From an optimization exercise on the open Yosys and OpenROAD flow, aimed at small area, a short achievable clock period and few clock cycles per item; shortcuts taken in it are not production practice. RTL that was checked went through simulation tests only; none was proved equivalent to the original.

run 1:
## polar_decoder
module polar_decoder
(
    input  wire                  clk,
    input  wire                  rst_n,
    input  wire                  module_en,
    input  wire  [192-1:0]  rdata,
    output logic [11-1:0]  raddr,
    output logic [6-1:0]  waddr,
    output logic [16-1:0]  wdata,
    output logic                 wen,
    output logic                 proc_done
);
    polar_pkg::msg_t  message;
    logic [4:0]       a_k;
    logic             llr_cycle;
    logic             a_right;
    logic             b_right;
    frame_sequencer u_seq (
        .clk       (clk),
        .rst_n     (rst_n),
        .module_en (module_en),
        .rdata     (rdata),
        .raddr     (raddr),
        .llr_cycle (llr_cycle),
        .a_k       (a_k),
        .a_right   (a_right),
        .b_right   (b_right),
        .message   (message),
        .waddr     (waddr),
        .wdata     (wdata),
        .wen       (wen),
  ...
==> flow/config.mk <==
export PLATFORM = sky130hd
export DESIGN_NAME = polar_decoder
export DESIGN_NICKNAME = polar_decoder
export VERILOG_FILES = /design/flow/design.v
export SDC_FILE = /design/flow/constraint.sdc
export NUM_CORES = 4
export LEC_CHECK = 0
export ABC_AREA = 1
export CAP_MARGIN = 20
export CORE_MARGIN = 2
export CORE_UTILIZATION = 65
export SETUP_SLACK_MARGIN = 4
export SLEW_MARGIN = 20
==> flow/constraint.sdc <==
create_clock -name core_clock -period 10.0 [get_ports {clk}]
set_input_delay 2.0000 -clock core_clock [delete_from_list [all_inputs] [get_ports {clk}]]
set_output_delay 2.0000 -clock core_clock [all_outputs]
set_load 0.01 [all_outputs]
run.sh (not shown) runs the stock make flow with config.mk's settings and CLKGATE_MAP_FILE= SYNTH_SCRIPT=/design/flow/synth_recipe.tcl, a recipe that flattens the netlist after the stock synthesis.
Testbench counts of run 1, summed over its fixed seeds: cycles 2,238, packets 760.
Inputs modified between run 1 and run 2:
- SETUP_SLACK_MARGIN: 4 -> 2.5
- CORE_UTILIZATION: 65 -> 55
[summary]
Against run 1, number of placement rows in run 2 rose by a little under 10%. From run 1 to run 2 the numbers moved as follows: horizontal die dimension higher; post-cts sizing count -335; fmax now smaller; overall global routing resource usage -7.8 points. Summary — met3 usage, run 2 relative to run 1: lower, by 2.8 points. Run 1 → run 2: core box area higher; count of multi-input combinational gates lower.
Input-level comparison between run 3 and run 2:
- a deleted ABC_AREA that had been 1
- a change of SETUP_SLACK_MARGIN from 2.5 to 1.5
==> comparison <==
The number of gates on the worst path with buffers counted of run 3 is lower than that of run 2. Compared with run 2, run 3 shows a non-clock inverter total of the final layout that is 821 lower. In the metrics for run 3 and run 2, the one carrying the higher ratio of cells with drive above 1 in the final layout is run 3. Higher detailed-placement wirelength estimate was reported by run 2, not run 3.


polar_decoder, a different RTL version from the one above (not shown whole).
For scale: ~700 flip-flops, about 230 I/O pins, ~57,000 um2 of cells after synthesis.
==> flow/config.mk <==
export PLATFORM = sky130hd
export DESIGN_NAME = polar_decoder
export DESIGN_NICKNAME = polar_decoder
export VERILOG_FILES = /design/flow/design.v
export SDC_FILE = /design/flow/constraint.sdc
export NUM_CORES = 4
export LEC_CHECK = 0
export ABC_AREA = 1
export CAP_MARGIN = 10
export CORE_MARGIN = 2
export CORE_UTILIZATION = 55
export PLACE_DENSITY = 0.75
export SETUP_SLACK_MARGIN = 4.0
export SLEW_MARGIN = 10
export TNS_END_PERCENT = 100
==> flow/constraint.sdc <==
create_clock -name core_clock -period 10.0 [get_ports {clk}]
set_input_delay 2.0000 -clock core_clock [delete_from_list [all_inputs] [get_ports {clk}]]
set_output_delay 2.0000 -clock core_clock [all_outputs]
set_load 0.01 [all_outputs]
The starting point produced a clean layout.
Testbench counts at the start, summed over its fixed seeds: cycles 2,238, packets 760.
Then changed:
--- a/flow/config.mk
+++ b/flow/config.mk
@@ -9 +9 @@
-export CAP_MARGIN = 10
+export CAP_MARGIN = 20
@@ -13,2 +13,2 @@
-export SETUP_SLACK_MARGIN = 4.0
-export SLEW_MARGIN = 10
+export SETUP_SLACK_MARGIN = 3.75
+export SLEW_MARGIN = 20
Effect:
- fmax fell by 3.5%
- clock skew is about the same
- worst hold slack barely changes
- design area fell by 1.9%
- flip-flop and latch count is unchanged
- cell count fell by 0.51%
- non-clock buffer count fell by 42
- setup slack loses 0.21 ns
Then changed:
--- a/flow/config.mk
+++ b/flow/config.mk
@@ -8 +7,0 @@
-export ABC_AREA = 1
@@ -13 +12 @@
-export SETUP_SLACK_MARGIN = 3.75
+export SETUP_SLACK_MARGIN = 4.0
- synthesized cell count went down by about 20%
- flip-flop and latch count does not change
- via count went down by about 4.4%
- clock-buffer cell count went down by 10
- routed wire length went up by about 4%
- synthesized area went down by 1.6%
- sequential share of layout area went down by 1.9 points
Then changed:
--- a/flow/config.mk
+++ b/flow/config.mk
@@ -8 +8,2 @@
-export CAP_MARGIN = 20
+export ABC_AREA = 1
+export CAP_MARGIN = 10
@@ -12,2 +13,2 @@
-export SETUP_SLACK_MARGIN = 4.0
-export SLEW_MARGIN = 20
+export SETUP_SLACK_MARGIN = 4.25
+export SLEW_MARGIN = 10
Setup slack improved by 1.8 ns; cell count grows by about a fifth; via count grows by a few percent; non-clock buffer count shrinks by 234; critical path depth grows by 5; die area grows slightly; worst hold slack improved by 0.0070 ns; fmax grows by a quarter to a third; design area shrinks by a few percent.


## job 410
polar_decoder again, from the RTL that the note above started with.
clock: 10.0 ns
lec_check: 0
abc_area: 1
cap_margin: 20
core_margin: 2
core_utilization: 50
place_density: 0.7
setup_slack_margin: 4.0
slew_margin: 20
tns_end_percent: 100
Every stage of the flow completed for job 410, and the final layout passed the timing, design-rule and antenna checks.
Testbench counts of job 410, summed over its fixed seeds: cycles 2,238, packets 760.
## Diff of input files: job 551 against job 410
- changing PLACE_DENSITY from 0.7 to 0.75
- changing CORE_UTILIZATION from 50 to 55
- setting GPL_ROUTABILITY_DRIVEN to 0 for the first time
Results
- For job 410, the capture point of the worst path was u_ctrl.z_b[46], unlike job 551, where it was u_ctrl.z_b[11].
- met3 track demand over resource in global routing ended up 1.6 points higher on job 551 than on job 410.
- The non-clock buffer count in job 551 sits about 11% below the value recorded for job 410.
- Job 410 → job 551: met1 usage now sits lower, actual slew at the worst max-slew pin now sits lower.
Changes in job 4319 relative to job 551:
- CORE_UTILIZATION changed from 55 to 62
- PLACE_DENSITY changed from 0.75 to 0.8
- GPL_ROUTABILITY_DRIVEN removed (was 0)
[summary]
- Relative to job 551, clock-buffer cell count has decreased by about 1% in job 4319.
- Job 4319 and job 551 ended up with nearly the same count of port buffers added during placement.
- | global-route wire length before repair | job 4319 vs job 551 | 14000 µm higher |
--- input diff job 4319..job 5848 ---
- SLEW_MARGIN now 10, was 20
- CAP_MARGIN now 10, was 20
- CORE_UTILIZATION now 55, was 62
--- outcome ---
Job 5848: PASS, flow complete, no timing, DRC or antenna violations
Job 5848 ends up with a count of clock-buffer cells in the layout that is about 4% higher than in job 4319.
Between job 4319 and job 5848, area of all placed cells without fillers is higher for job 4319, job 5848 comes in under that.
NOTE: wire length the detailed router placed on met1 in job 5848 falls short of that of job 4319
u_ctrl.x_a[85] as the launching element of the worst setup path was reported by job 5848, and u_ctrl.x_a[9] by job 4319.
Relative to job 4319, the number of global-route vias before repair measured on job 5848 has decreased by a few percent.
The post-synthesis to final-layout area growth of job 5848 falls short of that of job 4319 by 0.75 points.
Any difference in fraction of standard cell area that is sequential between job 5848 and job 4319 is small enough to ignore.
Compared with job 4319, job 5848 instantiates a larger number of cells.
--- input diff job 5848..job 1548 ---
- a change of SLEW_MARGIN from 10 to 20
- a deleted PLACE_DENSITY that had been 0.8
- a change of CAP_MARGIN from 10 to 20
==> comparison <==
On number of post-CTS setup repair buffers: job 1548 sits below job 5848.
Job 1548 finished every stage and its layout cleared the timing, design-rule and antenna checks.
Job 5848 and job 1548 ended up with nearly the same register-to-register slack.
Going from job 5848 to job 1548, setup slack now sits lower; placed cell count now sits at about the same level; sequential fraction of total cell area now sits lower; transition time at the pin with the least slew margin now sits lower.


Setup of alpha:
Starting RTL as in the previous note.
export LEC_CHECK = 0
export ABC_AREA = 1
export CAP_MARGIN = 20
export CORE_MARGIN = 2
export CORE_UTILIZATION = 55
export SETUP_SLACK_MARGIN = 4.5
export SLEW_MARGIN = 20
export TNS_END_PERCENT = 100
create_clock -name core_clock -period 10.0 [get_ports {clk}]
Testbench counts of alpha, summed over its fixed seeds: cycles 2,238, packets 760.
Changes in beta relative to alpha:
- PLACE_DENSITY newly set to 0.75
- SETUP_SLACK_MARGIN changed from 4.5 to 4.25
Results
- Between alpha and beta, the difference in share of the clock period used by the worst path after layout is negligible.
- beta against alpha; total routed wire length on the met1 layer is down by a few percent.
- Relative to alpha, global-route usage has decreased by 2.4 points in beta.
- Per the comparison of beta with alpha, filler cell count increased by 0.91% relative to the old numbers, first-iteration DRC count dropped 60, final critical delay including setup and external delays flat, layout overhead on the synthesized area now sits lower.
- Delta (beta minus alpha): clock-pin slew of the registers on the worst-case setup and hold paths ~0 delta; final core utilization -2.1 points.


Another version of the RTL of polar_decoder (not shown whole).
For scale: about 770 flip-flops, roughly 58000 um^2 of cells after synthesis.
==> flow/config.mk <==
export PLATFORM = sky130hd
export DESIGN_NAME = polar_decoder
export DESIGN_NICKNAME = polar_decoder
export VERILOG_FILES = /design/flow/design.v
export SDC_FILE = /design/flow/constraint.sdc
export NUM_CORES = 4
export LEC_CHECK = 0
export ABC_AREA = 1
export CAP_MARGIN = 20
export CORE_MARGIN = 2
export CORE_UTILIZATION = 55
export SETUP_SLACK_MARGIN = 3.0
export SLEW_MARGIN = 20
export TNS_END_PERCENT = 100
==> flow/constraint.sdc <==
create_clock -name core_clock -period 10.0 [get_ports {clk}]
set_input_delay 2.0000 -clock core_clock [delete_from_list [all_inputs] [get_ports {clk}]]
set_output_delay 2.0000 -clock core_clock [all_outputs]
set_load 0.01 [all_outputs]
==> next run, changes <==
--- a/flow/config.mk
+++ b/flow/config.mk
@@ -10,5 +10,5 @@
 export CORE_MARGIN = 2
 export CORE_UTILIZATION = 55
-export SETUP_SLACK_MARGIN = 3.0
+export SETUP_SLACK_MARGIN = 4.0
 export SLEW_MARGIN = 20
 export TNS_END_PERCENT = 100
The new run produced a clean layout.
Wire length climbs by 5.5%.
Cell area increases by 7.9%.
Setup slack gets better by 0.77 ns.
Worst hold slack hardly moves.
Sequential share of layout area decreases by 1.6 points.
Via count goes up by 3.4%.
Flip-flop and latch count is unchanged.
Utilization rises by 4.9 points.
Cell count came out higher by 2.0%.
No functional check of the RTL was part of any run of this note.

-- what the ideal ports hide --
No port has a modelled driver above. Below, the same layouts with a new extraction and two added sets of constraints. Step 1, drivers: a clkbuf_16 drives clk and a buf_2 each remaining input, both assumed. Step 2 times the ports against the registers' clock, not the clock port: input delays grow and output delays shrink by t, the midpoint of the rising clock arrivals with the driver on. Three values: ideal ports, drivers, drivers and shift; two values: the first two.
run	t, ns	setup WS [ns]	slew at the worst register clock pin (ns)	worst data-port slew with drivers (ns)
run 1	0.718	3.704 / 3.704 / 3.704	0.07 / 0.07	0.08
run 2	0.716	2.840 / 2.840 / 2.840	0.07 / 0.07	0.11
run 3	0.742	1.725 / 1.725 / 1.725	0.07 / 0.07	0.06
the first run of note 2	0.739	4.162 / 4.162 / 3.762	0.07 / 0.07	0.09
the second run of note 2	0.742	3.951 / 3.951 / 3.722	0.07 / 0.07	0.10
the third run of note 2	0.740	2.343 / 2.343 / 2.343	0.07 / 0.07	0.10
the fourth run of note 2	0.744	4.179 / 4.179 / 3.938	0.07 / 0.07	0.10
job 410	0.730	4.131 / 4.131 / 3.747	0.07 / 0.07	0.12
job 551	0.738	3.942 / 3.942 / 3.683	0.07 / 0.07	0.07
job 4319	0.734	4.036 / 4.036 / 3.695	0.07 / 0.07	0.12
job 5848	0.729	4.101 / 4.101 / 3.671	0.07 / 0.07	0.11
job 1548	0.740	4.094 / 4.094 / 3.754	0.07 / 0.07	0.12
alpha	0.742	4.169 / 4.169 / 4.125	0.07 / 0.07	0.12
beta	0.739	4.168 / 4.168 / 3.929	0.07 / 0.07	0.10
the first run of note 5	0.728	3.349 / 3.349 / 3.059	0.07 / 0.07	0.08
the second run of note 5	0.732	4.119 / 4.119 / 3.535	0.07 / 0.07	0.08
After both steps setup and hold are still met in every run listed. The setup slack of the second run of note 5, which loses most, moves by 0.000 ns with the drivers and by -0.584 ns with both steps.
